From an optimization exercise on the open Yosys and OpenROAD flow, aimed at small area, a short achievable clock period and few clock cycles per item; shortcuts taken in it are not production practice. In this exercise RTL edits were held to simulation tests only and were not proved equivalent to the original. No activity file was given, so power comes from the tool's default toggle rates.

== rev 12 ==
==> flow/design.v (excerpt) <==
module low_band_energy_beat_detector_core
(
	input  logic                 clk,
	input  logic                 arst_n,
	input  logic                 cfg_we,
	input  logic [lbed_pkg::CFG_IDX_W-1:0] cfg_index,
	input  logic [lbed_pkg::CFG_W-1:0]     cfg_wdata,
	input  logic                 s_tvalid,
	output logic                 s_tready,
	input  logic [63:0]          s_tdata,    
	input  logic                 s_tlast,    
	output logic                 m_tvalid,
	input  logic                 m_tready,
	output logic [23:0]          m_tdata,    
	output logic                 m_tuser     
);
	localparam logic [2:0] D_IDLE = 3'd0;
	localparam logic [2:0] D_WAIT = 3'd1;
	localparam logic [2:0] D_RUN  = 3'd2;
	localparam logic [2:0] D_OUT  = 3'd3;
	logic [19:0] thr_q;
	logic [15:0] ivl_q;
	logic [19:0] gs_q;
	logic [3:0]  fill_q;
	logic [12:0] cnt_q;
	logic [15:0] x_q;        
	logic        xv_q;       
	logic        xc_q;       
	logic        xl_q;       
	logic        held_q;
	logic        e_q;        
	logic        e_d;
	logic [3:0]  fill_d;
	logic        tl;
	logic        move_h;
	logic        move_e;
	logic        demp_q;     
	logic [47:0] ta_q;
	logic [50:0] acc_q;
	logic        rst_q;      
	logic [4:0]  acc_c_q;
	logic        mbusy_q;
	logic        own_q;      
	logic [3:0]  mstep_q;
	logic [19:0] mm_q;
	logic [19:0] mh_q;       
	logic [19:0] ml_q;
	logic        mneg_q;
	logic        mtwo_q;
	logic        mone_q;
	logic [2:0]  dst_q;
	logic [2:0]  dst_d;
	logic        held_d;
	logic        rdy_q;      
	logic        mv_q;       
	logic [5:0]  dc_q;
	logic [12:0] dn_q;
	logic [47:0] tq_q;
	logic [47:0] lb_q;
	logic [19:0] prev_q;     
	logic        hp_q;
	logic        beat_q;
	logic        valid_q;
	logic        gc_q;
	logic        gt_q;
	logic        gnz_q;
	logic        rpos_q;
	logic        rneg_q;
	logic        rd_q;
	logic [19:0] root;
	logic        sbit;
	logic        dfree;
	logic        accept;
	logic        take;
	logic        close;
	logic        move;
	logic        xfer;
	logic        mdone;
	logic        sstep;
  ...
Settings: LEC_CHECK=0, CAP_MARGIN=20, CORE_MARGIN=2, CORE_UTILIZATION=68, CTS_CLUSTER_DIAMETER=80, CTS_CLUSTER_SIZE=30, PLACE_DENSITY=0.8, SLEW_MARGIN=20; clock period 9.0 ns.
standard.sh (not shown) runs the stock make flow with config.mk's settings and CLKGATE_MAP_FILE= SYNTH_SCRIPT=/design/flow/synth_recipe.tcl, a recipe that flattens the netlist after the stock synthesis.
==> flow/flow/run.sh <==
#!/bin/bash
# Standard layout (the standard.sh, unchanged synthesis) with two changes: a larger setup
# repair margin, so that repair_timing works the paths down to about 3.1 ns, and the smallest
# plain buffer (buf_1) for the port buffers that global placement puts on every input and
# output. All of make's output (every ORFS step, OpenROAD and Yosys) goes to flow_make.log
# here; ORFS also keeps its per-step logs under orfs/logs.
set -euo pipefail
bash standard.sh "BUFFER_PORTS_ARGS=-buffer_cell sky130_fd_sc_hd__buf_1" SETUP_SLACK_MARGIN=5.9 finish > flow_make.log 2>&1
Testbench counts of rev 12, summed over its fixed seeds: cycles 69,432, items 68,461.
Setup changes, rev 12 to rev 13
-- flow/design.v --
<<< rev 12, line 193
	logic        beat;
	logic        taken;
	logic [2:0]  rt0;       
	logic [2:0]  rt1;       
	logic        rpos_n, rneg_n, rd_n, rlast;
	assign dfree    = (dst_q == D_IDLE) || (dst_q == D_OUT && m_tready);
	assign s_tready = rdy_q;
>>> rev 13, line 193
	logic        beat;
	logic        taken;
	logic [2:0]  rt;        
	assign dfree    = (dst_q == D_IDLE) || (dst_q == D_OUT && m_tready);
	assign s_tready = rdy_q;
<<< rev 12, line 347
		.rbit     (sbit)
	);
	assign rt0 = {rd_q, 1'b0} + 3'd2 - {2'b00, prev_q[19]} - {2'b00, thr_q[19]};
	assign rt1 = rt0 + 3'd1;
	assign rpos_n = sbit ? (rt1 >= 3'd4) : (rt0 >= 3'd4);
	assign rneg_n = sbit ? (rt1 < 3'd2)  : (rt0 < 3'd2);
	assign rd_n   = sbit ? (rt1 == 3'd3) : (rt0 == 3'd3);
	assign rlast  = sbit ? (rt1 >= 3'd3) : (rt0 >= 3'd3);
	always_ff @(posedge clk) begin
		if (xfer) begin
>>> rev 13, line 345
		.rbit     (sbit)
	);
	assign rt = {rd_q, 1'b0} + {1'b0, sbit} + 3'd2 - {2'b00, prev_q[19]} - {2'b00, thr_q[19]};
	always_ff @(posedge clk) begin
		if (xfer) begin
<<< rev 12, line 359
			rd_q   <= 1'b0;
		end else if (sstep && !rpos_q && !rneg_q) begin
			rpos_q <= rpos_n;
			rneg_q <= rneg_n;
			rd_q   <= rd_n;
		end
	end
	assign rise = rpos_q || (!rneg_q && rlast);
	for (genvar k = 0; k < 12; k++) begin : g_el
		lbed_rca #(.W(4)) u_sub (
>>> rev 13, line 352
			rd_q   <= 1'b0;
		end else if (sstep && !rpos_q && !rneg_q) begin
			rpos_q <= (rt >= 3'd4);
			rneg_q <= (rt < 3'd2);
			rd_q   <= (rt == 3'd3);
		end
	end
	assign rise = rpos_q || (!rneg_q && rt >= 3'd3);
	for (genvar k = 0; k < 12; k++) begin : g_el
		lbed_rca #(.W(4)) u_sub (
Notes after the runs:
- No stage failed in rev 12, and the final checks on the layout all came back clean.
- Rev 13 finished all stages; the layout is clean.
- Rev 13: utilization of the core after routing is 1.8 points higher than what rev 12 reported.
- The area fraction of clock buffers and clock inverters was comparable across rev 13 and rev 12.
- Comparing actual transition at the worst max-transition pin for rev 13 and rev 12, the smaller number came from rev 13.
- Fmax: rev 13 and rev 12 compared, lower one is rev 12
- Comparing rev 13 and rev 12, proportion of total power due to net switching is lower on rev 12.
- registers as the top contributor to total power was reported by rev 12, and combinational logic by rev 13.
- Against rev 12, rev 13 comes in 2 higher on count of cells along the worst register-to-register path.
- The run showing the smaller setup slack is rev 12.
Testbench counts of rev 13, summed over its fixed seeds: cycles 69,432, items 68,461.

---

Setup of alpha:
Another version of the RTL of low_band_energy_beat_detector_core (not shown whole).
For scale: roughly 2,300 cells after synthesis, ~510 flip-flops, roughly 120 I/O pins, roughly 0.025 mm² of cells after synthesis.
Settings: LEC_CHECK=0, CAP_MARGIN=20, CORE_MARGIN=2, CORE_UTILIZATION=40, CTS_CLUSTER_DIAMETER=80, CTS_CLUSTER_SIZE=30, PLACE_DENSITY=0.6, SLEW_MARGIN=20; clock period 9.0 ns.
Scripts as last shown in full above: flow/flow/run.sh
Testbench counts of alpha, summed over its fixed seeds: cycles 70,286, items 68,461.
Here is what was changed in the inputs of beta compared with alpha.
--- a/flow/design.v
+++ b/flow/design.v
@@ -133,26 +133,22 @@
 	logic        acc_c_q;
 	logic        mbusy_q;
 	logic        own_q;      
 	logic [3:0]  mstep_q;
 	logic [19:0] mm_q;
 	logic [19:0] mh_q;       
 	logic [19:0] ml_q;
 	logic        mneg_q;
 	logic        mtwo_q;
 	logic        mone_q;
 	logic [2:0]  dst_q;
-	logic [2:0]  dst_d;
-	logic        held_d;
-	logic        rdy_q;      
-	logic        mv_q;       
 	logic [5:0]  dc_q;
 	logic [12:0] dn_q;
 	logic [47:0] tq_q;
 	logic [47:0] lb_q;
 	logic [19:0] prev_q;     
 	logic        hp_q;
 	logic        beat_q;
 	logic        valid_q;
 	logic        gc_q;
 	logic        gt_q;
 	logic        gnz_q;
@@ -178,23 +174,23 @@
 	logic [5:0]  acc_co;
 	logic [11:0] acc_inc;
 	logic [47:0] el;
 	logic [11:0] el_co;
 	logic [3:0]  gtc;
 	logic [7:0]  enz;
 	logic        rise;
 	logic        beat;
 	logic        taken;
 	logic [2:0]  rt;        
 	assign dfree    = (dst_q == D_IDLE) || (dst_q == D_OUT && m_tready);
-	assign s_tready = rdy_q;
+	assign s_tready = !held_q || (dst_q == D_IDLE);
 	assign accept   = s_tvalid && s_tready;
 	assign take     = !cnt_q[12] || held_q;
 	assign close    = accept && take && (fill_q == 4'd15);
 	assign move     = held_q && dfree;
 	assign mdone    = mbusy_q && (mstep_q == 4'd15);
 	assign xfer     = (dst_q == D_WAIT) && !own_q;
 	assign new_sum  = gs_q + {{4{x_q[15]}}, x_q};
 	assign cnt_inc  = cnt_q + 13'd1;
 	always_ff @(posedge clk or negedge arst_n) begin
 		if (!arst_n) begin
 			thr_q <= '0;
@@ -218,23 +214,26 @@
 			xc_q   <= 1'b0;
 			xl_q   <= 1'b0;
 		end else begin
 			if (accept && s_tlast)
 				fill_q <= '0;
 			else if (accept && take)
 				fill_q <= fill_q + 4'd1;
 			if (move)
 				cnt_q <= '0;
 			else if (close)
 				cnt_q <= cnt_inc;
-			held_q <= held_d;
+			if (accept && s_tlast)
+				held_q <= 1'b1;
+			else if (move)
+				held_q <= 1'b0;
 			xv_q <= accept && take;
 			xc_q <= close;
 			xl_q <= accept && s_tlast;
 			if (xc_q || xl_q)
 				gs_q <= '0;
 			else if (xv_q)
 				gs_q <= new_sum;
 		end
 	end
 	always_ff @(posedge clk) begin
 		if (accept)
@@ -373,64 +372,50 @@
 			if (dc_q[3:0] == 4'd0)
 				gnz_q <= 1'b0;
 			else if (dc_q[3:2] != 2'd0)
 				gnz_q <= gnz_q || enz[dc_q[3:0] - 4'd4];
 		end
 	end
 	assign beat = hp_q && rise && (gt_q || gnz_q);
 	assign taken = (dst_q == D_OUT) && m_tready;
 	always_ff @(posedge clk or negedge arst_n) begin
 		if (!arst_n) begin
 			dst_q   <= D_IDLE;
-			rdy_q   <= 1'b1;
-			mv_q    <= 1'b0;
 			hp_q    <= 1'b0;
 			lb_q    <= '0;
 		end else begin
 			if (taken && beat_q)
 				lb_q <= tq_q;
 			if (taken && valid_q)
 				hp_q <= 1'b1;
-			dst_q <= dst_d;
-			rdy_q <= !held_d || (dst_d == D_IDLE);
-			mv_q  <= (dst_d == D_OUT);
+			unique case (dst_q)
+				D_IDLE: if (move) dst_q <= D_WAIT;
+				D_WAIT: if (!own_q) dst_q <= (dn_q == '0) ? D_OUT : D_RUN;
+				D_RUN:  if (dc_q == 6'd39) dst_q <= D_OUT;
+				D_OUT:  if (m_tready) dst_q <= move ? D_WAIT : D_IDLE;
+				default: dst_q <= D_IDLE;
+			endcase
 		end
 	end
-	always_comb begin
-		dst_d = dst_q;
-		unique case (dst_q)
-			D_IDLE: if (move) dst_d = D_WAIT;
-			D_WAIT: if (!own_q) dst_d = (dn_q == '0) ? D_OUT : D_RUN;
-			D_RUN:  if (dc_q == 6'd39) dst_d = D_OUT;
-			D_OUT:  if (m_tready) dst_d = move ? D_WAIT : D_IDLE;
-			default: dst_d = D_IDLE;
-		endcase
-		if (accept && s_tlast)
-			held_d = 1'b1;
-		else if (move)
-			held_d = 1'b0;
-		else
-			held_d = held_q;
-	end
 	always_ff @(posedge clk) begin
 		dc_q <= (dst_q == D_RUN) ? dc_q + 6'd1 : 6'd0;
 		if (accept && s_tlast)
 			ta_q <= s_tdata[63:16];
 		if (move) begin
 			tq_q <= ta_q;
 			dn_q <= cnt_q;
 		end
 		if (xfer) begin
 			valid_q <= (dn_q != '0);
 			beat_q  <= 1'b0;
 		end else if (dst_q == D_RUN && dc_q == 6'd39) begin
 			beat_q  <= beat;
 		end
 		if (taken && valid_q)
 			prev_q <= root;
 		else if (sstep)
 			prev_q <= {prev_q[18:0], 1'b0};
 	end
-	assign m_tvalid = mv_q;
+	assign m_tvalid = (dst_q == D_OUT);
 	assign m_tdata  = {3'b000, root, beat_q};
 	assign m_tuser  = valid_q;
 endmodule
### Flow results
alpha and beta ended up with nearly the same die area.
| sequential cell fraction of total power | higher: beta |
beta ended with less clock-buffer cell count than alpha.
Taking alpha as the reference, in beta clock skew lower; complex-gate fraction of the synthesized area shrank by 0.57 points; hold slack did not really move; power decreased 44%.
beta was carried through to the last stage, and its layout satisfied the timing, DRC and antenna checks.
alpha: all stages complete, timing, DRC and antenna checks passed
Testbench counts of beta, summed over its fixed seeds: cycles 70,286, items 68,461.

[separate check: timing with driven ports]
The flow's constraints put no driver on any port. The routed layouts listed below were extracted and timed again, unchanged, in two steps.
Step 1 assumes that a clkbuf_16 drives the clock port and a buf_2 every other input.
Step 2 adds t to the input delays and takes it off the output delays; t is the mean of the earliest and latest rising clock arrival at the registers after step 1. Input paths then give back, and output paths get back, about the clock's delay inside the block.
Slacks: no drivers / after step 1 / after step 2; pairs: no drivers / after step 1.
| run | t, ns | setup slack, ns | latest minus earliest clock arrival (ns) | worst data-port slew with drivers (ns) |
|---|---|---|---|---|
| rev 12 | 0.637 | 5.778 / 5.778 / 5.316 | 0.035 / 0.034 | 0.06 |
| rev 13 | 0.633 | 5.795 / 5.795 / 5.357 | 0.029 / 0.029 | 0.08 |
| alpha | 0.687 | 5.791 / 5.781 / 5.234 | 0.043 / 0.044 | 0.07 |
| beta | 0.678 | 5.655 / 5.596 / 5.366 | 0.033 / 0.033 | 0.07 |
After both steps setup and hold are still met in every run listed. The setup slack of alpha, which loses most, moves by -0.010 ns with the drivers and by -0.557 ns with both steps.
